From an optimization exercise on the open Yosys and OpenROAD flow, aimed at small area, a short achievable clock period and few clock cycles per item; shortcuts taken in it are not production practice. At most, simulation tests tie the RTL to the original design; equivalence was not proved. Only the layout flow was run in runs 3 to 7; the RTL was not checked for function there.

File: flow/flow/run.sh
#!/bin/bash
set -euo pipefail
args=()
while IFS= read -r line; do
  [[ -z "$line" || "$line" == \#* ]] && continue
  args+=("$line")
done < flow/params.txt
printf '%s\n' "${args[@]}" > flow_params.log
bash standard.sh "${args[@]}" finish > flow_make.log 2>&1
File: flow/flow/params.txt
SETUP_SLACK_MARGIN=6.6
BUFFER_PORTS_ARGS=-buffer_cell sky130_fd_sc_hd__buf_1
File: flow/standard.sh
#!/bin/bash
# synth_recipe.tcl (not shown) runs the flow's synth.tcl, then flattens the netlist and writes it again
# the make line also repeats each setting of config.mk as NAME=value (left out here)
make -C /OpenROAD-flow-scripts/flow DESIGN_CONFIG=/design/flow/config.mk WORK_HOME=/design/flow/orfs CLKGATE_MAP_FILE= SYNTH_SCRIPT=/design/flow/synth_recipe.tcl "${@:-finish}"
File: flow/config.mk
export PLATFORM = sky130hd
export DESIGN_NAME = binary_op_pipe
export DESIGN_NICKNAME = binary_op_pipe
export VERILOG_FILES = /design/flow/design.v
export SDC_FILE = /design/flow/constraint.sdc
export NUM_CORES = 4
export LEC_CHECK = 0
export ABC_AREA = 1
export CAP_MARGIN = 20
export CORE_MARGIN = 2
export CORE_UTILIZATION = 55
export CTS_BUF_LIST = sky130_fd_sc_hd__clkbuf_8
export SLEW_MARGIN = 20
File: flow/constraint.sdc
create_clock -name core_clock -period 12.0 [get_ports {clk}]
set_input_delay 2.4000 -clock core_clock [delete_from_list [all_inputs] [get_ports {clk}]]
set_output_delay 2.4000 -clock core_clock [all_outputs]
set_load 0.01 [all_outputs]
File: flow/design.v
package hdbe_op_pkg;
  typedef enum logic [3:0] {
    ADD  = 4'd0,
    SUB  = 4'd1,
    MUL  = 4'd2,
    SHL  = 4'd3,
    LSHR = 4'd4,
    ASHR = 4'd5,
    AND  = 4'd6,
    OR   = 4'd7,
    XOR  = 4'd8
  } op_e;
  localparam logic [3:0] OpLastLegal = 4'd8;
  typedef struct packed {
    logic ovf;
    logic zero;
    logic illegal;
  } op_flags_t;
  function automatic logic op_is_legal(input logic [3:0] op);
    op_is_legal = (op <= OpLastLegal);
  endfunction
endpackage
module binary_op_alu (
  input  logic [3:0]  op,
  input  logic [31:0] lhs,
  input  logic [31:0] rhs,
  output logic [31:0] result,
  output logic        ovf
);
  logic        sub_s;
  logic [31:0] rhs_x_s;
  logic [31:0] sum_s;
  logic        is_shl_s;
  logic        fill_s;
  logic        amt_big_s;
  logic [31:0] src_s;
  logic [31:0] shr_s;
  logic [31:0] sh_s;
  assign sub_s   = op[0];
  assign rhs_x_s = rhs ^ {32{sub_s}};
  assign sum_s   = lhs + rhs_x_s + {31'd0, sub_s};
  assign is_shl_s  = !op[2];
  assign fill_s    = op[2] && op[0] && lhs[31];
  assign amt_big_s = |rhs[31:5];
  always_comb begin
    for (int i = 0; i < 32; i++) src_s[i] = is_shl_s ? lhs[31-i] : lhs[i];
  end
  assign shr_s = 32'($signed({fill_s, src_s}) >>> rhs[4:0]);
  always_comb begin
    for (int i = 0; i < 32; i++) sh_s[i] = amt_big_s ? fill_s : (is_shl_s ? shr_s[31-i] : shr_s[i]);
  end
  always_comb begin
    result = '0;
    ovf    = 1'b0;
    case (op)
      hdbe_op_pkg::ADD,
      hdbe_op_pkg::SUB: begin
        result = sum_s;
        ovf    = (lhs[31] == rhs_x_s[31]) && (sum_s[31] != lhs[31]);
      end
      hdbe_op_pkg::SHL,
      hdbe_op_pkg::LSHR,
      hdbe_op_pkg::ASHR: result = sh_s;
      hdbe_op_pkg::AND:  result = lhs & rhs;
      hdbe_op_pkg::OR:   result = lhs | rhs;
      hdbe_op_pkg::XOR:  result = lhs ^ rhs;
      default:           result = '0;
    endcase
  end
endmodule
module binary_op_booth_enc #(
  parameter int G = 4
) (
  input  logic [2*G:0] y,
  output logic [G-1:0] neg,
  output logic [G-1:0] one,
  output logic [G-1:0] two
);
  always_comb begin
    for (int i = 0; i < G; i++) begin
      neg[i] = y[2*i+2];
      one[i] = y[2*i+1] ^ y[2*i];
      two[i] = (y[2*i+2] & ~y[2*i+1] & ~y[2*i]) | (~y[2*i+2] & y[2*i+1] & y[2*i]);
    end
  end
endmodule
module binary_op_mulstep #(
  parameter int G = 4
) (
  input  logic [31:0]       a,
  input  logic [31:0]       h,
  input  logic [G-1:0]      neg,
  input  logic [G-1:0]      one,
  input  logic [G-1:0]      two,
  output logic [32+2*G-1:0] t
);
  localparam int TW = 32 + 2 * G;
  function automatic logic [TW-1:0] bias();
    logic [TW-1:0] b;
    b = -(TW'(1) << 31);
    for (int i = 0; i < G; i++) b = b - (TW'(1) << (32 + 2 * i));
    bias = b;
  endfunction
  localparam logic [TW-1:0] Bias = bias();
  logic [TW-1:0] rows_s [G];
  logic [TW-1:0] hrow_s;
  logic [TW-1:0] krow_s;
  logic [TW-1:0] s1_s, c1_s, s2_s, c2_s, s3_s, c3_s, s4_s, c4_s;
  always_comb begin
    for (int i = 0; i < G; i++) begin
      logic [32:0] mag;
      mag = ({33{one[i]}} & {a[31], a}) | ({33{two[i]}} & {a, 1'b0});
      mag = mag ^ {33{neg[i]}};
      rows_s[i] = TW'({~mag[32], mag[31:0]}) << (2 * i);
      if (i > 0) rows_s[i][2*i-2] = neg[i-1];
    end
    hrow_s = TW'({~h[31], h[30:0]});
    krow_s = Bias;
    krow_s[2*G-2] = neg[G-1];
  end
  function automatic logic [TW-1:0] maj(input logic [TW-1:0] x, input logic [TW-1:0] y,
                                        input logic [TW-1:0] z);
    maj = (x & y) | (x & z) | (y & z);
  endfunction
  assign s1_s = rows_s[0] ^ rows_s[1] ^ rows_s[2];
  assign c1_s = maj(rows_s[0], rows_s[1], rows_s[2]) << 1;
  assign s2_s = rows_s[3] ^ hrow_s ^ krow_s;
  assign c2_s = maj(rows_s[3], hrow_s, krow_s) << 1;
  assign s3_s = s1_s ^ c1_s ^ s2_s;
  assign c3_s = maj(s1_s, c1_s, s2_s) << 1;
  assign s4_s = s3_s ^ c3_s ^ c2_s;
  assign c4_s = maj(s3_s, c3_s, c2_s) << 1;
  assign t    = s4_s + c4_s;
endmodule
module binary_op_pipe
#(
  parameter int ParamBitWidth = 32,
  parameter int ParamLatency  = 2,
  parameter int ParamTagWidth = 8
) (
  input  logic                     clk,
  input  logic                     reset,
  input  logic                     in_valid,
  output logic                     in_ready,
  input  logic [3:0]               in_op,
  input  logic [ParamBitWidth-1:0] in_lhs,
  input  logic [ParamBitWidth-1:0] in_rhs,
  input  logic [ParamTagWidth-1:0] in_tag,
  output logic                     out_valid,
  input  logic                     out_ready,
  output logic [ParamBitWidth-1:0] out_result,
  output logic [ParamTagWidth-1:0] out_tag,
  output logic                     out_ovf,
  output logic                     out_zero,
  output logic                     out_illegal
);
  logic          valid_r;
  logic          busy_r;
  logic [1:0]    cnt_r;      
  logic [1:0]    len_r;      
  logic [31:0]   res_r;
  logic [31:0]   a_r;
  logic [31:0]   h_r;
  logic [3:0]    neg_r;      
  logic [3:0]    one_r;
  logic [3:0]    two_r;
  logic [7:0]    tag_r;
  logic          ovf_r;
  logic          ill_r;
  logic          mul_r;
  logic          take_s;
  logic          in_mul_s;
  logic [31:0]   alu_result_s;
  logic          alu_ovf_s;
  logic [39:0]   step_s;
  logic [1:0]    rhs_len_s;
  logic          swap_s;
  logic [1:0]    sel_s;
  logic [31:0]   shifted_s;
  logic [31:0]   hi_mask_s;
  logic [31:0]   mplier_s;
  logic [3:0]    in_neg_s, in_one_s, in_two_s;
  logic [3:0]    nx_neg_s, nx_one_s, nx_two_s;
  binary_op_alu u_alu (
    .op     (in_op),
    .lhs    (in_lhs),
    .rhs    (in_rhs),
    .result (alu_result_s),
    .ovf    (alu_ovf_s)
  );
  binary_op_mulstep #(
    .G(4)
  ) u_mulstep (
    .a   (a_r),
    .h   (h_r),
    .neg (neg_r),
    .one (one_r),
    .two (two_r),
    .t   (step_s)
  );
  binary_op_booth_enc #(
    .G(4)
  ) u_enc_in (
    .y   ({mplier_s[7:0], 1'b0}),
    .neg (in_neg_s),
    .one (in_one_s),
    .two (in_two_s)
  );
  binary_op_booth_enc #(
    .G(4)
  ) u_enc_next (
    .y   (res_r[15:7]),
    .neg (nx_neg_s),
    .one (nx_one_s),
    .two (nx_two_s)
  );
  function automatic logic [1:0] mul_len(input logic [31:0] v);
    if (v[31:7] == {25{v[31]}}) mul_len = 2'd0;
    else if (v[31:15] == {17{v[31]}}) mul_len = 2'd1;
    else if (v[31:23] == {9{v[31]}}) mul_len = 2'd2;
    else mul_len = 2'd3;
  endfunction
  assign rhs_len_s = mul_len(in_rhs);
  assign swap_s    = (in_lhs[31:7] == {25{in_lhs[31]}});
  assign mplier_s  = swap_s ? in_lhs : in_rhs;
  assign in_ready = !busy_r && (!valid_r || out_ready);
  assign take_s   = in_valid && in_ready;
  assign in_mul_s = (in_op == hdbe_op_pkg::MUL);
  always_ff @(posedge clk or posedge reset) begin
    if (reset) begin
      valid_r <= 1'b0;
      busy_r  <= 1'b0;
      cnt_r   <= '0;
    end else if (take_s) begin
      valid_r <= !in_mul_s;
      busy_r  <= in_mul_s;
      cnt_r   <= swap_s ? 2'd0 : rhs_len_s;
    end else if (busy_r) begin
      cnt_r <= cnt_r - 1'b1;
      if (cnt_r == 2'd0) begin
        busy_r  <= 1'b0;
        valid_r <= 1'b1;
      end
    end else if (out_ready) begin
      valid_r <= 1'b0;
    end
  end
  assign sel_s = (cnt_r == 2'd0) ? len_r : 2'd3;
  always_comb begin
    case (sel_s)
      2'd0:    shifted_s = {step_s[31:0]};
      2'd1:    shifted_s = {step_s[23:0], res_r[31:24]};
      2'd2:    shifted_s = {step_s[15:0], res_r[31:16]};
      default: shifted_s = {step_s[7:0], res_r[31:8]};
    endcase
  end
  always_ff @(posedge clk) begin
    if (take_s) begin
      tag_r   <= in_tag;
      ill_r   <= !hdbe_op_pkg::op_is_legal(in_op);
      mul_r   <= in_mul_s;
      ovf_r   <= alu_ovf_s;
      len_r   <= swap_s ? 2'd0 : rhs_len_s;
      a_r     <= swap_s ? in_rhs : in_lhs;
      h_r     <= '0;
      neg_r   <= in_neg_s;
      one_r   <= in_one_s;
      two_r   <= in_two_s;
      res_r   <= !in_mul_s ? alu_result_s : mplier_s;
    end else if (busy_r) begin
      h_r     <= step_s[39:8];
      res_r   <= shifted_s;
      neg_r   <= nx_neg_s;
      one_r   <= nx_one_s;
      two_r   <= nx_two_s;
    end
  end
  always_comb begin
    case (len_r)
      2'd0:    hi_mask_s = 32'hFF00_0000;
      2'd1:    hi_mask_s = 32'hFFFF_0000;
      2'd2:    hi_mask_s = 32'hFFFF_FF00;
      default: hi_mask_s = 32'hFFFF_FFFF;
    endcase
  end
  assign out_valid   = valid_r;
  assign out_result  = res_r;
  assign out_tag     = tag_r;
  assign out_ovf     = ovf_r || (mul_r && (|((h_r ^ {32{res_r[31]}}) & hi_mask_s)));
  assign out_zero    = (res_r == 32'd0);
  assign out_illegal = ill_r;
endmodule
==> flow_summary.toml, run 1 <==
[detailed_routing]
antenna_left = 0
vias = 24400
first_iter_violations = 3561
wl_mm = 92.5
dr.pass1.iters = 10
wl_per_cell_um = 24.2
vias_per_cell = 6.39
drc_errors = 0

[floorplan]
die_w_um = 201
initial_core_util = 0.554
ios = 125
design.core.area_sq_mm = 0.0385
die_h_um = 201
rows = 72
die_area_sq_mm = 0.0404

[timing]
slew_headroom = 0.263
fmax_mhz = 186
final-max-slew-violation-count = 0
min_period_ns = 5.37
hold_viol = 0
finalCritPeriodShare = 0.448
rsz0062_at_grt = "true"
setup_viol = 0
worst_slew_pin_slew_ns = 1.10
fin_setup_tns_ns = 0
skew_ns = 0.0188
fin_ws_ns = 6.63

[place]
pre_cts_slack_ns = 6.15
placed_cells = 3758
place.gp.congestion = 1.07
portBuffers = 124
hpwl_mm = 70.7

[worst_setup_path]
critPathArrivalTime_ns = 5.65
crit_family = "adder cells"
worst_path_largest_cell_delay_ns = 0.50
slowest_stage = "fa_1"
endpoint_kind = "flop"
path_class = "flop to flop"
worstPathRequired_ns = 12.27
crit_buf_inv = 4
crit_path_cell_trace = "clkinvlp_4 -> o22ai_1 -> xor2_1 -> fa_1 -> inv_1 -> fa_1 -> fa_1 -> inv_1 -> ha_1 -> nand2_1 -> inv_1 -> nand2_1 -> nand3_1 -> a21oi_1 -> nand4_1 -> nand3_1 -> nand3_1 -> a21oi_1 -> nand2_1"
start_kind = "flop"
cp_max_fo = 14

[clock_tree]
clkTransAtPathRegs_ns = 0.09
cts-root-buf = "clkbuf_8"
htree_levels = 4
cts_made_buffers = 17
cts.sinks = 125
cts_tree = "built"
clk_latency_ns = 0.51
hold_buffers = 0
cts.path.max_buffers = 2

[flow_run]
cap_violations = 0

[worst_hold_path]
worstHoldPathType = "flop to flop"

[grt]
grt.overflow.total = 0
grt_pass1_vias = 22800
track_usage = 0.438
grt_max_degree = 104
grt_pass1_wl_mm = 136
antenna_found_initial = 1

[synth]
ys_async_sr_fraction = 0.0320
seq_area_frac_synth = 0.160
synth_area_sq_mm = 0.0213
yosys_register_bits = 125
ys_warn_count = 5
synth.avg_cell_area_sq_um = 6.59
synthCells = 3236
synth-edff-count = 89
synth.distinct_cells = 53
synth_fp_nets = 3584
synth_flop_cell = "edfxtp_1"

[final_layout]
fillers = 3702
num-nets-final = 3642
layout_common_cells = "682 x nand2_1, 473 x inv_1, 463 x nand3_1"
areaGrowthSynthToFinish_pct = 7.60
layout_commonest_cell = "nand2_1"
multi_input_area_sq_mm = 0.0155
drive_above_1_share = 0.0478
instances_no_fill = 3825
regArea_sq_mm = 0.00341
antenna_cells = 0
utilization = 0.596

[status]
status = "no timing/DRC/antenna violations"
## repair_timing
item | 4_1_cts | 5_1_grt
gates cloned | 4 | 3
buffers inserted | 0 | 25
resized for setup | 13 | 31
endpoints found under the hold margin | 0 | 0
setup endpoints to repair | 23 | 35
## kinds of logic (layout without fill, tap and decap cells)
logic type,Yosys count,in the layout,share of synthesized area
simple gates,1435,1435,0.295
buf+inv,646,717,0.119
flops,125,125,0.160
xor+xnor,180,180,0.0739
compound gates,582,582,0.162
fa+ha+maj,268,268,0.190
## synthesized netlist by cell type (all sizes together), types with 75 or more instances
cell type	number	area share
a21oi	140	0.033
buf	75	0.019
edfxtp	89	0.13
fa	94	0.088
ha	174	0.10
inv	492	0.087
nand2	685	0.12
nand3	465	0.11
nor2	165	0.030
o21ai	197	0.047
o22ai	134	0.039
xor2	170	0.070
## layer usage
metal  global-route usage  part of all wire
met4                0.351             0.097
met5                    0           0.00014
met2                0.706              0.45
met1                0.513              0.34
met3               0.0813              0.11
## cell type report
type / count / area share
clock buffer: 17 / 0.0102
clock inverter: 15 / 0.00911
inverter: 498 / 0.0831
multi-input combinational: 2465 / 0.673
sequential: 125 / 0.149
tap: 518 / 0.0282
timing repair buffer: 180 / 0.0448
timing repair inverter: 7 / 0.00229
## flip-flops by register name, summed over array words and instances (netlist names), 2 cells and up
signal / flops
a_r: 32
cnt_r: 2
h_r: 32
len_r: 2
neg_r: 4
one_r: 4
res_r: 32
tag_r: 8
two_r: 4
## final timing paths
path | start | slack, ns | endpoint | cells after the start
setup / recovery | two_r[0]$_DFFE_PP_ | 6.63 | res_r[28]$_DFFE_PP_ | 19
hold / removal | cnt_r[0]$_DFFE_PP0P_ | 0.52 | cnt_r[0]$_DFFE_PP0P_ | 2
setup reg to reg | two_r[0]$_DFFE_PP_ | 6.63 | res_r[28]$_DFFE_PP_ | 19
hold reg to reg | cnt_r[0]$_DFFE_PP0P_ | 0.52 | cnt_r[0]$_DFFE_PP0P_ | 2
max in group asynchronous | reset | 10.11 | busy_r$_DFF_PP0_ | 2
min in group asynchronous | reset | 1.74 | valid_r$_DFFE_PP0P_ | 2
## worst register-to-register path: cells and delay by family, from the launching register on
family,cells,cell delay [ns]
buffers and inverters,4,0.52
AO/OA/AOI/OAI,3,0.96
AND/OR/NAND/NOR,7,1.13
adder cells (fa/ha/maj),4,1.80
XOR/XNOR,1,0.24
flip-flops,1,0.48
## through the flow
step / hold slack (ns) / cell area [sq um]
final: 0.520 / 22900
after CTS: 0.524 / 22500
after detailed placement: 0.508 / 22000
after global routing: 0.561 / 22900
after global placement: 0.490 / 22000
after floorplan: 0.480 / 21300
Testbench counts, summed over its fixed seeds: cycles 9,780, items 8,000.
==> run 2: changes to the inputs <==
==> flow/flow/params.txt (replaced) <==
SETUP_SLACK_MARGIN=6.8
BUFFER_PORTS_ARGS=-buffer_cell sky130_fd_sc_hd__buf_1
TNS_END_PERCENT=10
--- a/flow/config.mk
+++ b/flow/config.mk
@@ -9,5 +9,5 @@
 export CAP_MARGIN = 20
 export CORE_MARGIN = 2
-export CORE_UTILIZATION = 55
+export CORE_UTILIZATION = 40
 export CTS_BUF_LIST = sky130_fd_sc_hd__clkbuf_8
 export SLEW_MARGIN = 20
==> run 2 against run 1 <==
  * Sequential cell count stayed put
  * Worst setup slack better by 0.17 ns
  * Clock skew is 0.0059 ns higher
  * Non-clock buffer count is 13 higher
  * Synthesized cell count stayed put
  * Synthesized area stayed put
  * Via count is 4.1% lower
  * Critical path type is now input pin to primary output
  * Largest cell class unchanged
  * Maximum frequency is 3.3% higher
  * Final cell count is 4.8% higher
  * Global-route usage is 12 points lower
==> flow_summary.toml, run 2 <==
[status]
status = "no timing/DRC/antenna violations"

[grt]
grt_pass1_wl_mm = 135
antenna_found_initial = 1
grt_pass1_vias = 21600
grt_max_degree = 112
track_usage = 0.318
grt.overflow.total = 0

[synth]
synth_top_cell_by_area = "edfxtp_1"
synthCells = 3236
ys_async_sr_fraction = 0.0320
yosys-top-cells-count = "684 x nand2_1, 485 x inv_1, 464 x nand3_1"
synth.most_common_cell = "nand2_1"
synth.avg_cell_area_sq_um = 6.59
yosys_register_bits = 125
synth-edff-count = 89
synth_fp_nets = 3584
seq_area_frac_synth = 0.160
synth_area_sq_mm = 0.0213
yosysTopAreaCellShare = 0.125
synth.distinct_cells = 53
synth_flop_cell = "edfxtp_1"
ys_warn_count = 5
synthTopCellsByArea = "edfxtp_1 13%, nand2_1 12%, nand3_1 11%, ha_1 10%, fa_1 8.8%"

[final_layout]
fillers = 5569
multi_input_area_sq_mm = 0.0155
layout_common_cells = "680 x nand2_1, 474 x inv_1, 464 x nand3_1"
top_regs = "a_r x32, h_r x32, res_r x32"
num-nets-final = 3656
antenna_cells = 0
regArea_sq_mm = 0.00341
instances_no_fill = 4009
drive_above_1_share = 0.0575
areaGrowthSynthToFinish_pct = 9.08
stdcell_area_sq_mm = 0.0233
utilization = 0.442
layout_commonest_cell = "nand2_1"

[clock_tree]
cts_made_buffers = 17
hold_buffers = 0
cts.path.max_buffers = 2
clkTransAtPathRegs_ns = 0.10
cts_tree = "built"
cts-root-buf = "clkbuf_8"
htree_levels = 4
cts.sinks = 125
clk_latency_ns = 0.49

[timing]
skew_ns = 0.0247
setup_viol = 0
final-max-slew-violation-count = 0
finalCritPeriodShare = 0.434
worst_slew_pin_slew_ns = 1.14
hold_viol = 0
slew_headroom = 0.240
fin_setup_tns_ns = 0
fmax_mhz = 192
min_period_ns = 5.20
rsz0062_at_grt = "true"

[floorplan]
die_w_um = 235
die_h_um = 235
initial_core_util = 0.405
die_area_sq_mm = 0.0552
rows = 84
ios = 125
design.core.area_sq_mm = 0.0527

[detailed_routing]
drc_errors = 0
vias = 23400
dr.pass1.iters = 8
antenna_left = 0
vias_per_cell = 5.85
wl_per_cell_um = 22.7
first_iter_violations = 2836
wl_mm = 90.9

[worst_setup_path]
start_kind = "input pin"
worstPathRequired_ns = 9.60
slowest_stage = "buf_2"
crit_path_cell_trace = "clkbuf_2 -> inv_2 -> a21oi_2 -> buf_2"
crit_buf_inv = 3
cp_max_fo = 2
endpoint_kind = "primary output"
critPathArrivalTime_ns = 2.80
worst_path_largest_cell_delay_ns = 0.15
path_class = "input pin to primary output"
crit_family = "buffers and inverters"
r2r_cells = 22
cp.depth = 4

[place]
portBuffers = 124
place.gp.congestion = 1.02
placed_cells = 3941
hpwl_mm = 69.8
dpl_cell_area_sq_mm = 0.0223

[worst_hold_path]
worstHoldPathType = "flop to flop"
hold_depth = 2

[flow_run]
cap_violations = 0
[run 2: cell type report]
class | count | share of cell area
clock buffer | 17 | 0.0101
inverter | 498 | 0.0817
timing repair buffer | 193 | 0.0491
multi-input combinational | 2465 | 0.666
sequential | 125 | 0.147
tap | 688 | 0.0370
timing repair inverter | 8 | 0.00258
clock inverter | 15 | 0.00689
[run 2: cell families (layout without fill, tap and decap cells)]
logic type      after synthesis  in the layout  share of synthesized area
buf+inv                     646            731                      0.119
fa+ha+maj                   268            268                      0.190
simple gates               1435           1435                      0.295
flops                       125            125                      0.160
xor+xnor                    180            180                     0.0739
compound gates              582            582                      0.162
[run 2: path summary, 6_finish.rpt]
| kind | start | end | slack (ns) |
|---|---|---|---|
| worst min register to register | h_r[2]$_SDFFE_PP0P_ | h_r[2]$_SDFFE_PP0P_ | 0.53 |
| worst max-delay path | out_ready | in_ready | 6.80 |
| max in group asynchronous | reset | cnt_r[0]$_DFFE_PP0P_ | 9.90 |
| worst min-delay path | h_r[2]$_SDFFE_PP0P_ | h_r[2]$_SDFFE_PP0P_ | 0.53 |
| worst max register to register | one_r[2]$_DFFE_PP_ | res_r[9]$_DFFE_PP_ | 6.92 |
| min in group asynchronous | reset | valid_r$_DFFE_PP0P_ | 1.92 |
[run 2: timing repair]
item	4_1_cts	5_1_grt
gates cloned	6	2
resized for setup	18	42
setup buffers	10	18
pin swaps	1	2
setup endpoints to repair	30	32
[run 2: worst register-to-register path, cell delays in order, from the launching register on]
cell        delay [ns]
edfxtp_1          0.47
buf_4             0.18
clkinvlp_4        0.09
buf_4             0.18
o22ai_1           0.20
xor2_1            0.12
fa_1              0.55
inv_1             0.09
fa_1              0.54
inv_1             0.06
ha_1              0.28
ha_1              0.36
a21oi_1           0.24
inv_1             0.07
nand2_1           0.08
nand3_1           0.18
xor2_1            0.25
nand2_1           0.10
o211ai_1          0.09
o21ai_0           0.52
nand2_1           0.11
inv_1             0.07
nand2_1           0.04
[run 2: routing by layer]
metal | GRT usage | part of all wire
met3 | 0.0377 | 0.082
met4 | 0.186 | 0.068
met1 | 0.410 | 0.40
met5 | 0 | 0
met2 | 0.512 | 0.45
[run 2: through the flow]
step	worst slack, ns	hold slack (ns)
5_1_grt	6.73	0.541
3_5_place_dp	6.32	0.507
2_1_floorplan	6.94	0.480
6_report	6.80	0.533
4_1_cts	6.77	0.529
3_3_place_gp	6.34	0.503
==> run 3: changes to the inputs <==
--- a/flow/design.v
+++ b/flow/design.v
@@ -65,4 +65,5 @@
       hdbe_op_pkg::OR:   result = lhs | rhs;
       hdbe_op_pkg::XOR:  result = lhs ^ rhs;
+      hdbe_op_pkg::MUL:  result = rhs;
       default:           result = '0;
     endcase
@@ -179,5 +180,5 @@
   logic [31:0]   shifted_s;
   logic [31:0]   hi_mask_s;
-  logic [31:0]   mplier_s;
+  logic [7:0]    mplier_s;
   logic [3:0]    in_neg_s, in_one_s, in_two_s;
   logic [3:0]    nx_neg_s, nx_one_s, nx_two_s;
@@ -202,5 +203,5 @@
     .G(4)
   ) u_enc_in (
-    .y   ({mplier_s[7:0], 1'b0}),
+    .y   ({mplier_s, 1'b0}),
     .neg (in_neg_s),
     .one (in_one_s),
@@ -223,5 +224,5 @@
   assign rhs_len_s = mul_len(in_rhs);
   assign swap_s    = (in_lhs[31:7] == {25{in_lhs[31]}});
-  assign mplier_s  = swap_s ? in_lhs : in_rhs;
+  assign mplier_s  = swap_s ? in_lhs[7:0] : in_rhs[7:0];
   assign in_ready = !busy_r && (!valid_r || out_ready);
   assign take_s   = in_valid && in_ready;
@@ -267,5 +268,5 @@
       one_r   <= in_one_s;
       two_r   <= in_two_s;
-      res_r   <= !in_mul_s ? alu_result_s : mplier_s;
+      res_r   <= alu_result_s;
     end else if (busy_r) begin
       h_r     <= step_s[39:8];
==> run 3 against run 2 <==
  * Via count fell by 0.40%
  * Still clean
  * Synthesized area fell by 0.82%
  * Maximum frequency shrank 0.62%
  * Critical path depth stayed put
  * Utilization shrank 0.41 points
  * Sequential cell count did not move
  * Wire length up 1.8%
  * Worst setup slack worse by 0.032 ns
  * Clock-buffer cell count did not move
  * Critical path type unchanged
  * Hold slack worse by 0.0025 ns
==> flow_summary.toml, run 3 <==
[detailed_routing]
vias_per_cell = 5.91
antenna_left = 0
first_iter_violations = 2658
drc_errors = 0
wl_per_cell_um = 23.4
dr.pass1.iters = 6
vias = 23300
wl_mm = 92.5

[floorplan]
ios = 125
rows = 84
design.core.area_sq_mm = 0.0524
die_h_um = 234
initial_core_util = 0.403
die_area_sq_mm = 0.0547
die_w_um = 234

[synth]
synth_top_cell_by_area = "edfxtp_1"
synth.avg_cell_area_sq_um = 6.64
synth_flop_cell = "edfxtp_1"
ys_warn_count = 5
synth_xor_area_frac = 0.0741
synth_fp_nets = 3534
synth.most_common_cell = "nand2_1"
synth_compound_area_frac = 0.155
synthCells = 3186
synthTopCellsByArea = "edfxtp_1 13%, nand3_1 13%, nand2_1 11%, ha_1 10%, fa_1 8.9%"
synth_mux_area_frac = 0
synth_top_family_by_area = "simple AND/OR/NAND/NOR gates"
synth-adder-area-share = 0.192
ys_async_sr_fraction = 0.0320
yosysTopAreaCellShare = 0.126
seq_area_frac_synth = 0.161
synth-edff-count = 89
yosys-top-cells-count = "612 x nand2_1, 534 x nand3_1, 476 x inv_1"
synth-simple-area-share = 0.300
synth.distinct_cells = 53
synth_area_sq_mm = 0.0211
yosys_register_bits = 125

[final_layout]
areaGrowthSynthToFinish_pct = 8.53
top_regs = "a_r x32, h_r x32, res_r x32"
num-nets-final = 3594
regArea_sq_mm = 0.00341
utilization = 0.438
drive_above_1_share = 0.0485
stdcell_area_sq_mm = 0.0230
layout_common_cells = "609 x nand2_1, 534 x nand3_1, 473 x inv_1"
layout_commonest_cell = "nand2_1"
fillers = 5627
multi_input_area_sq_mm = 0.0153

[worst_setup_path]
slowest_stage = "buf_1"
rr_endpoint = "res_r[10]$_DFFE_PP_"
path_class = "input pin to primary output"
r2r-start = "neg_r[2]$_DFFE_PP_"
crit_family = "buffers and inverters"
worstPathRequired_ns = 9.60
worst_path_largest_cell_delay_ns = 0.17
crit_path_cell_trace = "buf_1 -> nor2_1 -> nor2_1 -> buf_1"
start_kind = "input pin"
critPathArrivalTime_ns = 2.84
r2r_cells = 17
cp_max_fo = 2
endpoint_kind = "primary output"
crit_buf_inv = 2
rrSetupSlack_ns = 6.90

[clock_tree]
cts.sinks = 125
cts_tree = "built"
cts_made_buffers = 17
clkTransAtPathRegs_ns = 0.09
cts.path.max_buffers = 2
clk_latency_ns = 0.50
htree_levels = 4
cts-root-buf = "clkbuf_8"

[grt]
antenna_found_initial = 1
grt_pass1_vias = 21400
met1_usage = 0.419
grt_use_met3 = 0.0400
gr-usage-met2 = 0.540
grt_busiest_layer = "met2"
grt_max_degree = 79
track_usage = 0.332
grt.overflow.total = 0
grt_pass1_wl_mm = 135

[worst_hold_path]
whs_endpoint = "h_r[8]$_SDFFE_PP0P_"
hold_depth = 2
worstHoldPathType = "flop to flop"
hp-start = "h_r[8]$_SDFFE_PP0P_"

[place]
portBuffers = 124
dpl_cell_area_sq_mm = 0.0223
place.gp.congestion = 1.07
hpwl_mm = 71.3
pre_cts_slack_ns = 5.81

[timing]
setup_viol = 0
worst_slew_pin_slew_ns = 1.04
slew_headroom = 0.305
fin_setup_tns_ns = 0
fin_ws_ns = 6.76
finalCritPeriodShare = 0.436
skew_ns = 0.0199
rsz0062_at_grt = "true"
hold_viol = 0
fmax_mhz = 191
min_period_ns = 5.24
final-max-slew-violation-count = 0

[status]
status = "no timing/DRC/antenna violations"

[flow_run]
cap_violations = 0
run 3: cell count changes in the layout (fill, tap and decap cells not counted), moves of 12 or more:
| cell | change |
|---|---|
| nand2_1 | -71 |
| nand3_1 | +70 |
| o21ai_0 | +49 |
| o21ai_1 | -42 |
| a21oi_1 | -40 |
| clkinvlp_4 | -12 |
run 3: layout make-up:
type | instances | area share
Multi-Input combinational cell | 2421 | 0.669
Sequential cell | 125 | 0.149
Inverter | 490 | 0.0808
Timing Repair Buffer | 189 | 0.0460
Tap cell | 688 | 0.0375
Clock buffer | 17 | 0.0102
Clock inverter | 15 | 0.00731
Timing Repair inverter | 2 | 0.000654
Antenna cell | 1 | 0.000109
run 3: what timing repair did:
action                                  CTS  global route
setup buffers                             5             7
endpoints found under the setup margin   34            79
hold buffers                              0             0
cloned                                    2             0
pin swaps                                 0             1
endpoints found under the hold margin     0             0
resized for setup                         8            36
run 3: worst reg2reg max path, cell delays in order, from the launching register on:
cell      delay (ns)
edfxtp_1        0.34
clkbuf_8        0.36
inv_1           0.29
xor2_1          0.23
fa_1            0.63
fa_1            0.46
fa_1            0.50
inv_1           0.04
ha_1            0.35
a21oi_1         0.18
nand2_1         0.14
nand2_1         0.09
o211ai_1        0.17
xor2_1          0.26
nand2_1         0.11
o221ai_1        0.11
o21ai_0         0.47
nand2_1         0.10
run 3: kinds of logic (layout without fill, tap and decap cells):
group | count (synthesis) | in the layout
adders and majority gates | 268 | 268
other | 0 | 1
buffers and inverters | 640 | 713
AOI/OAI and AO/OA | 545 | 545
xor gates and xnor gates | 179 | 179
and+or+nand+nor | 1429 | 1429
DFF | 125 | 125
run 3: through the flow:
step                      std cells  hold WS [ns]
after floorplan                3186         0.460
after global placement         3900         0.513
after detailed placement       3900         0.514
after CTS                      3939         0.528
after global routing           3947         0.552
final                          3948         0.530
run 3: routing by layer:
layer	share of wire	wire length (um)
met3	0.077	7120
met1	0.39	36300
met4	0.072	6700
met2	0.46	42400
met5	0.00014	13
run 3: worst max path at each step:
stage / startpoint / to / cells past startpoint / slack [ns]
2_1_floorplan: out_ready / in_ready / 2 / 6.95
3_3_place_gp: in_op[0] / res_r[28]$_DFFE_PP_ / 15 / 5.87
3_5_place_dp: in_op[0] / res_r[28]$_DFFE_PP_ / 15 / 5.81
4_1_cts: in_op[0] / res_r[28]$_DFFE_PP_ / 15 / 6.70
5_1_grt: one_r[1]$_DFFE_PP_ / res_r[31]$_DFFE_PP_ / 24 / 6.70
6_report: out_ready / in_ready / 4 / 6.76
==> run 4: changes to the inputs <==
==> flow/flow/params.txt (replaced) <==
SETUP_SLACK_MARGIN=6.8
BUFFER_PORTS_ARGS=-buffer_cell sky130_fd_sc_hd__buf_1
TNS_END_PERCENT=30
==> run 4 against run 3 <==
  * Worst setup slack gained 0.0029 ns
  * Maximum frequency is essentially flat
  * Sequential share of layout area hardly changed
  * Register-to-register slack improved by 0.02 ns
  * Wire length is essentially flat
  * Synthesized cell count unchanged
==> flow_summary.toml, run 4 <==
[clock_tree]
clkTransAtPathRegs_ns = 0.09
clk_latency_ns = 0.50
cts-root-buf = "clkbuf_8"
cts_tree = "built"
cts.path.max_buffers = 2
htree_levels = 4
cts_made_buffers = 17
cts.sinks = 125

[synth]
ys_async_sr_fraction = 0.0320
synthCells = 3186
ys_warn_count = 5
synth.distinct_cells = 53
seq_area_frac_synth = 0.161
synth.avg_cell_area_sq_um = 6.64
yosys-top-cells-count = "612 x nand2_1, 534 x nand3_1, 476 x inv_1"
yosysTopAreaCellShare = 0.126
synth_fp_nets = 3534
synth.most_common_cell = "nand2_1"
yosys_register_bits = 125
synthTopCellsByArea = "edfxtp_1 13%, nand3_1 13%, nand2_1 11%, ha_1 10%, fa_1 8.9%"
synth_top_cell_by_area = "edfxtp_1"
synth-edff-count = 89
synth_flop_cell = "edfxtp_1"
synth_area_sq_mm = 0.0211

[flow_run]
cap_violations = 0

[timing]
min_period_ns = 5.23
fin_setup_tns_ns = 0
fmax_mhz = 191
hold_viol = 0
setup_viol = 0
finalCritPeriodShare = 0.436
rsz0062_at_grt = "true"
skew_ns = 0.0190
final-max-slew-violation-count = 0
worst_slew_pin_slew_ns = 1.07
slew_headroom = 0.288

[detailed_routing]
wl_per_cell_um = 23.4
drc_errors = 0
dr.pass1.iters = 6
wl_mm = 92.5
antenna_left = 0
first_iter_violations = 2538
vias = 23300
vias_per_cell = 5.91

[final_layout]
layout_common_cells = "609 x nand2_1, 534 x nand3_1, 473 x inv_1"
top_regs = "a_r x32, h_r x32, res_r x32"
fillers = 5625
layout_commonest_cell = "nand2_1"
stdcell_area_sq_mm = 0.0230
areaGrowthSynthToFinish_pct = 8.55
drive_above_1_share = 0.0488
num-nets-final = 3594

[floorplan]
die_area_sq_mm = 0.0547
ios = 125
rows = 84
die_w_um = 234
initial_core_util = 0.403
design.core.area_sq_mm = 0.0524
die_h_um = 234

[worst_setup_path]
path_class = "input pin to primary output"
endpoint_kind = "primary output"
critPathArrivalTime_ns = 2.83
start_kind = "input pin"
cp_max_fo = 2
worstPathRequired_ns = 9.60

[grt]
grt_use_met3 = 0.0400
grt_pass1_vias = 21400
grt_max_degree = 79
grt_busiest_layer = "met2"
met1_usage = 0.419
antenna_found_initial = 1
grt.overflow.total = 0
grt_pass1_wl_mm = 135
gr-usage-met2 = 0.540
track_usage = 0.332

[place]
dpl_cell_area_sq_mm = 0.0223
hpwl_mm = 71.3
place.gp.congestion = 1.07
portBuffers = 124

[status]
status = "no timing/DRC/antenna violations"

[worst_hold_path]
worstHoldPathType = "flop to flop"
[run 4: worst max-delay path, cell delays in order]
cell    delay, ns
buf_1        0.07
nor2_1       0.05
nor2_1       0.14
buf_1        0.17
[run 4: what timing repair did]
item	CTS	global route
setup buffers	5	7
cloned	2	0
pin swaps	0	1
hold buffers	0	0
setup endpoints to repair	34	79
gates resized for setup	8	39
[run 4: path summary, 6_finish.rpt]
path / start / end / slack [ns] / depth (start not counted)
max in group asynchronous: reset / busy_r$_DFF_PP0_ / 10.07 / 2
worst min register to register: h_r[8]$_SDFFE_PP0P_ / h_r[8]$_SDFFE_PP0P_ / 0.53 / 2
min in group asynchronous: reset / cnt_r[1]$_DFFE_PP0P_ / 1.75 / 2
worst min-delay path: h_r[8]$_SDFFE_PP0P_ / h_r[8]$_SDFFE_PP0P_ / 0.53 / 2
worst max register to register: neg_r[2]$_DFFE_PP_ / res_r[10]$_DFFE_PP_ / 6.92 / 17
worst max-delay path: out_ready / in_ready / 6.77 / 4
[run 4: cell families (layout without fill, tap and decap cells)]
| kind of cell | Yosys count | in the layout | share of synthesized area |
|---|---|---|---|
| AO/OA/AOI/OAI | 545 | 545 | 0.155 |
| XOR/XNOR | 179 | 179 | 0.0741 |
| adder cells (fa/ha/maj) | 268 | 268 | 0.192 |
| buffers and inverters | 640 | 713 | 0.117 |
| flip-flops | 125 | 125 | 0.161 |
| other | 0 | 1 | 0 |
| AND/OR/NAND/NOR | 1429 | 1429 | 0.300 |
[run 4: routing by layer]
metal,vias to the layer above,share of wire
li1,10900,-
met3,268,0.075
met2,1194,0.46
met5,-,0.00014
met1,11000,0.40
met4,2,0.072
[run 4: per-stage QoR]
step                hold WS (ns)  setup WS [ns]   util  cells
global placement           0.513           5.87  0.424   3900
finish                     0.529           6.77  0.438   3948
floorplan                  0.460           6.95      -   3186
detailed placement         0.514           5.81  0.424   3900
global route               0.552           6.71  0.438   3947
CTS                        0.528           6.70  0.434   3939
[run 4: layout make-up]
type                       count  area [sq um]  area share
sequential                   125          3410       0.149
antenna                        1          2.50    0.000109
timing repair buffer         189          1060      0.0461
clock buffer                  17           234      0.0102
multi-input combinational   2421         15300       0.669
clock inverter                15           168     0.00730
inverter                     490          1860      0.0808
timing repair inverter         2          15.0    0.000654
tap                          688           861      0.0375
==> run 5: changes to the inputs <==
==> flow/flow/params.txt (replaced) <==
SETUP_SLACK_MARGIN=7.0
BUFFER_PORTS_ARGS=-buffer_cell sky130_fd_sc_hd__buf_1
==> run 5 against run 4 <==
  * Synthesized area did not move
  * Non-clock buffer count up 14
  * Final cell count grew 0.33%
  * First-iteration DRC count grew 10%
  * Global-route usage fell by 0.26 points
  * Register-to-register slack better by 0.15 ns
  * Worst setup slack worse by 0.032 ns
  * Via count grew 0.61%
  * Maximum frequency shrank 0.60%
  * Sequential share of layout area fell by 0.33 points
  * Critical path type unchanged
==> flow_summary.toml, run 5 <==
[status]
status = "no timing/DRC/antenna violations"

[clock_tree]
htree_levels = 4
cts_tree = "built"
cts.path.max_buffers = 2
cts.sinks = 125
clkTransAtPathRegs_ns = 0.10
hold_buffers = 0
cts_made_buffers = 17
clk_latency_ns = 0.51
cts-root-buf = "clkbuf_8"

[detailed_routing]
drc_errors = 0
vias_per_cell = 5.92
wl_per_cell_um = 23.2
wl_mm = 92.1
first_iter_violations = 2803
dr.pass1.iters = 8
vias = 23500
antenna_left = 0

[worst_setup_path]
endpoint_kind = "primary output"
path_class = "input pin to primary output"
worstPathRequired_ns = 9.60
crit_path_cell_trace = "buf_6 -> nor2_4 -> nor2_4 -> buf_6"
slowest_stage = "nor2_4"
critPathArrivalTime_ns = 2.86
cp_max_fo = 2
worst_path_largest_cell_delay_ns = 0.16
start_kind = "input pin"

[synth]
synth_fp_nets = 3534
synth-edff-count = 89
synth.avg_cell_area_sq_um = 6.64
seq_area_frac_synth = 0.161
synthTopCellsByArea = "edfxtp_1 13%, nand3_1 13%, nand2_1 11%, ha_1 10%, fa_1 8.9%"
yosys-top-cells-count = "612 x nand2_1, 534 x nand3_1, 476 x inv_1"
yosysTopAreaCellShare = 0.126
ys_async_sr_fraction = 0.0320
synth.most_common_cell = "nand2_1"
synth_top_cell_by_area = "edfxtp_1"
synthCells = 3186
synth_flop_cell = "edfxtp_1"
ys_warn_count = 5
synth_area_sq_mm = 0.0211
yosys_register_bits = 125
synth.distinct_cells = 53

[final_layout]
instances_no_fill = 3961
top_regs = "a_r x32, h_r x32, res_r x32"
regArea_sq_mm = 0.00341
layout_commonest_cell = "nand2_1"
drive_above_1_share = 0.0733
fillers = 5656
utilization = 0.447
layout_common_cells = "605 x nand2_1, 530 x nand3_1, 470 x inv_1"
multi_input_area_sq_mm = 0.0157
num-nets-final = 3607
areaGrowthSynthToFinish_pct = 11.0
stdcell_area_sq_mm = 0.0235

[place]
portBuffers = 124
dpl_cell_area_sq_mm = 0.0223
hpwl_mm = 70.7
pre_cts_slack_ns = 6.20
placed_cells = 3907
place.gp.congestion = 1.03

[timing]
fmax_mhz = 190
setup_viol = 0
hold_ws_ns = 0.522
rsz0062_at_grt = "true"
slew_headroom = 0.305
fin_setup_tns_ns = 0
min_period_ns = 5.26
final-max-slew-violation-count = 0
hold_viol = 0
skew_ns = 0.0264
fin_ws_ns = 6.74
finalCritPeriodShare = 0.439
worst_slew_pin_slew_ns = 1.04

[grt]
track_usage = 0.329
grt.overflow.total = 0
grt_pass1_wl_mm = 134
grt_max_degree = 70
antenna_found_initial = 4
grt_pass1_vias = 21600

[floorplan]
die_h_um = 234
die_w_um = 234
die_area_sq_mm = 0.0547
rows = 84
initial_core_util = 0.403
design.core.area_sq_mm = 0.0524
ios = 125

[worst_hold_path]
worstHoldPathType = "flop to flop"

[flow_run]
cap_violations = 0
==> run 5: cell counts after synthesis <==
No cell type changed its count.
==> run 5: area by class of cell <==
type / instances / share of cell area
antenna: 1 / 0.000107
clock buffer: 17 / 0.00997
clock inverter: 15 / 0.00634
inverter: 490 / 0.0798
multi-input combinational: 2421 / 0.667
sequential: 125 / 0.145
tap: 688 / 0.0367
timing repair buffer: 203 / 0.0542
timing repair inverter: 1 / 0.000320
==> run 5: routing by layer <==
metal | GRT usage | vias up | share of wire
met5 | 0 | - | 0.00029
met4 | 0.224 | 4 | 0.079
met3 | 0.0464 | 314 | 0.078
met2 | 0.532 | 1227 | 0.46
met1 | 0.407 | 11000 | 0.39
li1 | - | 10900 | -
==> run 5: worst paths after layout <==
kind,startpoint,to,slack [ns],depth (start not counted)
worst min register to register,cnt_r[0]$_DFFE_PP0P_,cnt_r[0]$_DFFE_PP0P_,0.52,2
min in group asynchronous,reset,valid_r$_DFFE_PP0P_,1.75,2
worst max-delay path,out_ready,in_ready,6.74,4
worst max register to register,two_r[1]$_DFFE_PP_,res_r[14]$_DFFE_PP_,7.07,20
worst min-delay path,cnt_r[0]$_DFFE_PP0P_,cnt_r[0]$_DFFE_PP0P_,0.52,2
max in group asynchronous,reset,cnt_r[1]$_DFFE_PP0P_,10.08,2
==> run 5: kinds of logic (layout without fill, tap and decap cells) <==
logic type / after synthesis / count (layout) / share of synthesized area
AND/OR/NAND/NOR: 1429 / 1429 / 0.300
buffers and inverters: 640 / 726 / 0.117
AO/OA/AOI/OAI: 545 / 545 / 0.155
adder cells (fa/ha/maj): 268 / 268 / 0.192
XOR/XNOR: 179 / 179 / 0.0741
flip-flops: 125 / 125 / 0.161
other: 0 / 1 / 0
==> run 5: worst max-delay path: cells and delay by family <==
kind                   cells  cell delay, ns
buffers and inverters      2            0.21
AND/OR/NAND/NOR            2            0.24
==> run 5: repair_timing <==
action                                 CTS  global route
resized for setup                       41           114
setup endpoints to repair               43            74
endpoints found under the hold margin    0             0
setup buffers                            4            12
cloned                                   0             4
pin swaps                                2             8
==> run 6: changes to the inputs <==
==> flow/flow/params.txt (replaced) <==
SETUP_SLACK_MARGIN=6.8
BUFFER_PORTS_ARGS=-buffer_cell sky130_fd_sc_hd__buf_1
TNS_END_PERCENT=10
--- a/flow/config.mk
+++ b/flow/config.mk
@@ -9,5 +9,5 @@
 export CAP_MARGIN = 20
 export CORE_MARGIN = 2
-export CORE_UTILIZATION = 40
+export CORE_UTILIZATION = 50
 export CTS_BUF_LIST = sky130_fd_sc_hd__clkbuf_8
 export SLEW_MARGIN = 20
==> run 6 against run 5 <==
  * Still clean
  * Sequential share of layout area barely moved
  * Utilization rose by 11 points
  * Critical endpoint unchanged
  * Largest cell class unchanged
==> flow_summary.toml, run 6 <==
[detailed_routing]
first_iter_violations = 3191
antenna_left = 0
vias_per_cell = 6.26
wl_mm = 94.1
drc_errors = 0
wl_per_cell_um = 24.5
vias = 24100
dr.pass1.iters = 10

[synth]
synth_fp_nets = 3534
synth.avg_cell_area_sq_um = 6.64
synth-edff-count = 89
synth.most_common_cell = "nand2_1"
yosysTopAreaCellShare = 0.126
yosys-top-cells-count = "612 x nand2_1, 534 x nand3_1, 476 x inv_1"
synth_flop_cell = "edfxtp_1"
ys_warn_count = 5
synth_area_sq_mm = 0.0211
synth.distinct_cells = 53
yosys_register_bits = 125
seq_area_frac_synth = 0.161
synthTopCellsByArea = "edfxtp_1 13%, nand3_1 13%, nand2_1 11%, ha_1 10%, fa_1 8.9%"
synth_top_cell_by_area = "edfxtp_1"
ys_async_sr_fraction = 0.0320
synthCells = 3186

[clock_tree]
cts_made_buffers = 17
cts-root-buf = "clkbuf_8"
clkTransAtPathRegs_ns = 0.08
cts_tree = "built"
cts.path.max_buffers = 2
cts.sinks = 125
htree_levels = 4
clk_latency_ns = 0.51

[grt]
grt_pass1_wl_mm = 139
antenna_found_initial = 1
grt_max_degree = 89
track_usage = 0.421
grt.overflow.total = 0
grt_pass1_vias = 22800

[floorplan]
design.core.area_sq_mm = 0.0419
die_w_um = 210
ios = 125
rows = 75
die_area_sq_mm = 0.0440
die_h_um = 210
initial_core_util = 0.505

[final_layout]
layout_common_cells = "602 x nand2_1, 530 x nand3_1, 468 x inv_1"
antenna_cells = 0
num-nets-final = 3641
drive_above_1_share = 0.0774
layout_commonest_cell = "nand2_1"
areaGrowthSynthToFinish_pct = 11.1
stdcell_area_sq_mm = 0.0235
top_regs = "a_r x32, h_r x32, res_r x32"

[timing]
hold_viol = 0
fin_ws_ns = 6.69
fin_setup_tns_ns = 0
final-max-slew-violation-count = 0
setup_viol = 0
finalCritPeriodShare = 0.442
fmax_mhz = 188
worst_slew_pin_slew_ns = 0.975
skew_ns = 0.0231
min_period_ns = 5.31
rsz0062_at_grt = "true"
slew_headroom = 0.348

[place]
dpl_cell_area_sq_mm = 0.0220
portBuffers = 124
place.gp.congestion = 1.02
pre_cts_slack_ns = 5.94
hpwl_mm = 71.8

[worst_setup_path]
r2r-start = "neg_r[3]$_DFFE_PP_"
worstPathRequired_ns = 9.60
critPathArrivalTime_ns = 2.91
start_kind = "input pin"
cp_max_fo = 2
rrSetupSlack_ns = 6.70
path_class = "input pin to primary output"
startpoint = "out_ready"
endpoint_kind = "primary output"

[worst_hold_path]
worstHoldPathType = "flop to flop"
hp-start = "h_r[17]$_SDFFE_PP0P_"

[status]
status = "no timing/DRC/antenna violations"

[flow_run]
cap_violations = 0
==> run 6: cell types whose count changed in the layout (fill, tap and decap cells not counted), sizes merged <==
| cell | before | now |
|---|---|---|
| buf | 198 | 223 |
| bufinv | 0 | 4 |
| clkbuf | 22 | 19 |
| clkinv | 13 | 12 |
| clkinvlp | 9 | 23 |
| diode | 1 | 0 |
| inv | 484 | 479 |
==> run 6: worst max-delay path, stage by stage <==
cell    delay, ns
buf_1        0.09
nor2_1       0.06
nor2_1       0.18
buf_1        0.17
==> run 6: per-layer routing <==
metal | GRT usage | share of wire | wire (um)
met2 | 0.659 | 0.44 | 41000
met5 | 0 | 0.00017 | 16
met4 | 0.376 | 0.11 | 10600
met3 | 0.0775 | 0.094 | 8860
met1 | 0.494 | 0.36 | 33600
==> run 6: kinds of logic after synthesis <==
group,count (synthesis),share of synthesized area
adders and majority gates,268,0.192
AOI/OAI and AO/OA,545,0.155
xor gates and xnor gates,179,0.0741
buffers and inverters,640,0.117
DFF,125,0.161
and+or+nand+nor,1429,0.300
==> run 6: layout make-up <==
| cell class | instances | area [sq um] |
|---|---|---|
| clock buffers | 17 | 234 |
| clock inverters | 15 | 208 |
| fillers | 4072 | 18400 |
| inverters | 490 | 1880 |
| multi-input cells | 2421 | 15600 |
| flip-flops and latches | 125 | 3410 |
| well taps | 539 | 674 |
| repair buffers | 225 | 1380 |
| repair inverters | 13 | 95.1 |
==> run 6: timing repair <==
item,in CTS,in global routing
gates cloned,12,1
gates resized for setup,52,62
endpoints found under the hold margin,0,0
pin swaps,2,5
setup endpoints to repair,93,86
buffers inserted,32,18
hold buffers,0,0
==> run 6: worst paths after layout <==
path | cells after the start | to
max in group asynchronous | 2 | valid_r$_DFFE_PP0P_
min in group asynchronous | 2 | busy_r$_DFF_PP0_
hold reg to reg | 2 | h_r[17]$_SDFFE_PP0P_
hold / removal | 2 | h_r[17]$_SDFFE_PP0P_
setup / recovery | 4 | in_ready
setup reg to reg | 18 | h_r[30]$_SDFFE_PP0P_
==> run 6: metrics by stage <==
| step | instances | utilization | hold slack, ns |
|---|---|---|---|
| detailed placement | 3747 | 0.527 | 0.493 |
| global placement | 3746 | 0.526 | 0.488 |
| CTS | 3823 | 0.549 | 0.504 |
| floorplan | 3186 | - | 0.460 |
| finish | 3845 | 0.561 | 0.508 |
| global route | 3845 | 0.561 | 0.545 |
==> run 7: changes to the inputs <==
--- a/flow/design.v
+++ b/flow/design.v
@@ -163,4 +163,5 @@
   logic [31:0]   a_r;
   logic [31:0]   h_r;
+  logic          first_r;    
   logic [3:0]    neg_r;      
   logic [3:0]    one_r;
@@ -194,5 +195,5 @@
   ) u_mulstep (
     .a   (a_r),
-    .h   (h_r),
+    .h   (h_r & {32{!first_r}}),
     .neg (neg_r),
     .one (one_r),
@@ -264,5 +265,5 @@
       len_r   <= swap_s ? 2'd0 : rhs_len_s;
       a_r     <= swap_s ? in_rhs : in_lhs;
-      h_r     <= '0;
+      first_r <= 1'b1;
       neg_r   <= in_neg_s;
       one_r   <= in_one_s;
@@ -271,4 +272,5 @@
     end else if (busy_r) begin
       h_r     <= step_s[39:8];
+      first_r <= 1'b0;
       res_r   <= shifted_s;
       neg_r   <= nx_neg_s;
--- a/flow/config.mk
+++ b/flow/config.mk
@@ -9,5 +9,5 @@
 export CAP_MARGIN = 20
 export CORE_MARGIN = 2
-export CORE_UTILIZATION = 50
+export CORE_UTILIZATION = 40
 export CTS_BUF_LIST = sky130_fd_sc_hd__clkbuf_8
 export SLEW_MARGIN = 20
==> run 7 against run 6 <==
  * Still clean on timing, DRC and antenna
  * Utilization fell by 12 points
  * Worst setup slack gained 0.062 ns
  * Maximum frequency is 1.2% higher
==> flow_summary.toml, run 7 <==
[synth]
synth_fp_nets = 3461
synthTopCellsByArea = "edfxtp_1 17%, nand3_1 11%, nand2_1 11%, ha_1 10%, fa_1 8.9%"
synth_flop_cell = "edfxtp_1"
ys_warn_count = 5
synth_area_sq_mm = 0.0211
synth_top_cell_by_area = "edfxtp_1"
synth.most_common_cell = "nand2_1"
synth-edff-count = 121
synth.distinct_cells = 51
synth.avg_cell_area_sq_um = 6.78
synthCells = 3113
ys_async_sr_fraction = 0.0317
seq_area_frac_synth = 0.178
yosysTopAreaCellShare = 0.172
yosys-top-cells-count = "627 x nand2_1, 484 x nand3_1, 456 x inv_1"
yosys_register_bits = 126

[worst_setup_path]
slowest_stage = "a21oi_4"
startpoint = "out_ready"
rrSetupSlack_ns = 6.81
cp_max_fo = 2
crit_buf_inv = 3
worst_path_largest_cell_delay_ns = 0.17
worstPathRequired_ns = 9.60
critPathArrivalTime_ns = 2.85
rr_endpoint = "res_r[30]$_DFFE_PP_"
endpoint_kind = "primary output"
r2r-start = "neg_r[0]$_DFFE_PP_"
start_kind = "input pin"
path_class = "input pin to primary output"
r2r_cells = 20
crit_family = "buffers and inverters"
crit_path_cell_trace = "clkbuf_2 -> inv_2 -> a21oi_4 -> buf_6"

[clock_tree]
cts.path.max_buffers = 2
clkTransAtPathRegs_ns = 0.10
clk_latency_ns = 0.51
cts_made_buffers = 17
cts.sinks = 126
cts_tree = "built"
htree_levels = 4
cts-root-buf = "clkbuf_8"
hold_buffers = 0

[timing]
fin_setup_tns_ns = 0
slew_headroom = 0.302
hold_viol = 0
rsz0062_at_grt = "true"
skew_ns = 0.0245
hold_ws_ns = 0.591
fmax_mhz = 191
setup_viol = 0
final-max-slew-violation-count = 0
fin_ws_ns = 6.75
finalCritPeriodShare = 0.437
worst_slew_pin_slew_ns = 1.04
min_period_ns = 5.25

[floorplan]
die_w_um = 234
die_area_sq_mm = 0.0546
design.core.area_sq_mm = 0.0523
die_h_um = 234
initial_core_util = 0.403
ios = 125
rows = 84

[final_layout]
fillers = 5473
antenna_cells = 0
regArea_sq_mm = 0.00375
utilization = 0.443
drive_above_1_share = 0.0623
multi_input_area_sq_mm = 0.0151
num-nets-final = 3545
areaGrowthSynthToFinish_pct = 9.92
layout_commonest_cell = "nand2_1"
top_regs = "a_r x32, h_r x32, res_r x32"
layout_common_cells = "621 x nand2_1, 482 x nand3_1, 445 x inv_1"

[grt]
grt_pass1_wl_mm = 138
grt_max_degree = 87
grt_pass1_vias = 22000
antenna_found_initial = 1
grt.overflow.total = 0
track_usage = 0.339

[place]
pre_cts_slack_ns = 5.98
place.gp.congestion = 1.01
portBuffers = 124
hpwl_mm = 71.6

[flow_run]
cap_violations = 0

[detailed_routing]
vias = 23400
antenna_left = 0
wl_mm = 94.8
drc_errors = 0
wl_per_cell_um = 24.3
dr.pass1.iters = 8
vias_per_cell = 5.99
first_iter_violations = 2939

[status]
status = "no timing/DRC/antenna violations"

[worst_hold_path]
hp-start = "cnt_r[1]$_DFFE_PP0P_"
hold_depth = 2
worstHoldPathType = "flop to flop"
whs_endpoint = "cnt_r[1]$_DFFE_PP0P_"
==> run 7: logic make-up (layout without fill, tap and decap cells) <==
kind of cell	Yosys count	count (layout)	share of synthesized area
compound gates	536	536	0.149
xor+xnor	190	190	0.0788
buf+inv	617	713	0.114
flops	126	126	0.178
simple gates	1376	1377	0.288
fa+ha+maj	268	268	0.192
==> run 7: metal layers <==
layer,vias to the layer above,global-route usage,part of all wire
met3,262,0.0520,0.089
met5,-,0,0.00014
met2,1371,0.542,0.45
li1,10600,-,-
met4,2,0.163,0.056
met1,11100,0.448,0.41
==> run 7: worst max-delay path by stage <==
| stage | end | slack, ns | depth (start not counted) |
|---|---|---|---|
| 2_1_floorplan | in_ready | 6.93 | 2 |
| 3_3_place_gp | res_r[23]$_DFFE_PP_ | 5.89 | 10 |
| 3_5_place_dp | res_r[30]$_DFFE_PP_ | 5.98 | 15 |
| 4_1_cts | in_ready | 6.67 | 4 |
| 5_1_grt | res_r[30]$_DFFE_PP_ | 6.67 | 21 |
| 6_report | in_ready | 6.75 | 4 |
==> run 7: final cells by class <==
cell class / instances / share of cell area
sequential: 126 / 0.162
timing repair buffer: 204 / 0.0519
tap: 688 / 0.0371
timing repair inverter: 8 / 0.00259
clock buffer: 17 / 0.0101
multi-input combinational: 2371 / 0.652
clock inverter: 15 / 0.00620
inverter: 469 / 0.0780
==> run 7: timing repair <==
action,in CTS,in global routing
pin swaps,1,1
setup buffers,22,22
endpoints found under the setup margin,55,48
gates cloned,7,2
hold endpoints to repair,0,0
gates resized for setup,22,44
==> run 7: worst register-to-register path, stage by stage (launching register included) <==
cell and delay [ns]:
edfxtp_1 0.35, clkbuf_8 0.36, clkinvlp_4 0.35, buf_4 0.22
xor2_1 0.19, fa_1 0.47, fa_1 0.42, fa_1 0.65
inv_1 0.10, ha_1 0.38, nand2_1 0.12, nor2_1 0.20
nand2_1 0.17, nor3_1 0.16, nand2_1 0.13, nand2_1 0.11
nand2_1 0.07, nand3_1 0.13, nand3_1 0.16, nand2_2 0.16
nand2_1 0.06
==> run 7: through the flow <==
stage | instance area [sq um] | std cells
2_1_floorplan | 21100 | 3113
3_3_place_gp | 22100 | 3812
3_5_place_dp | 22100 | 3813
4_1_cts | 22800 | 3874
5_1_grt | 23200 | 3898
6_report | 23200 | 3898

re-timing with driven ports:
Ports are ideal in the flow. The routed layouts listed here were re-timed in OpenROAD. Step 1, drivers: a clkbuf_16 drives clk and a buf_2 each remaining input, both assumed. Step 2 times the ports against the registers' clock, not the clock port: input delays grow and output delays shrink by t, the midpoint of the rising clock arrivals with the driver on. Slacks: ideal ports / drivers / drivers and shift; pairs: ideal ports / drivers.
| run | t, ns | setup WS [ns] | hold slack, ns | worst data-port slew with drivers (ns) |
|---|---|---|---|---|
| run 1 | 0.546 | 6.625 / 6.625 / 6.238 | 0.520 / 0.520 / 0.520 | 0.05 |
| run 2 | 0.530 | 6.797 / 6.775 / 6.530 | 0.533 / 0.533 / 0.533 | 0.05 |
| run 3 | 0.538 | 6.765 / 6.742 / 6.287 | 0.530 / 0.530 / 0.530 | 0.08 |
| run 4 | 0.538 | 6.768 / 6.745 / 6.306 | 0.529 / 0.529 / 0.529 | 0.08 |
| run 5 | 0.559 | 6.736 / 6.703 / 6.571 | 0.522 / 0.522 / 0.522 | 0.07 |
| run 6 | 0.551 | 6.691 / 6.663 / 6.272 | 0.508 / 0.508 / 0.508 | 0.04 |
| run 7 | 0.548 | 6.753 / 6.725 / 6.236 | 0.591 / 0.591 / 0.591 | 0.08 |
After both steps setup and hold are still met in every run listed. The setup slack of run 7, which loses most, moves by -0.028 ns with the drivers and by -0.517 ns with both steps.
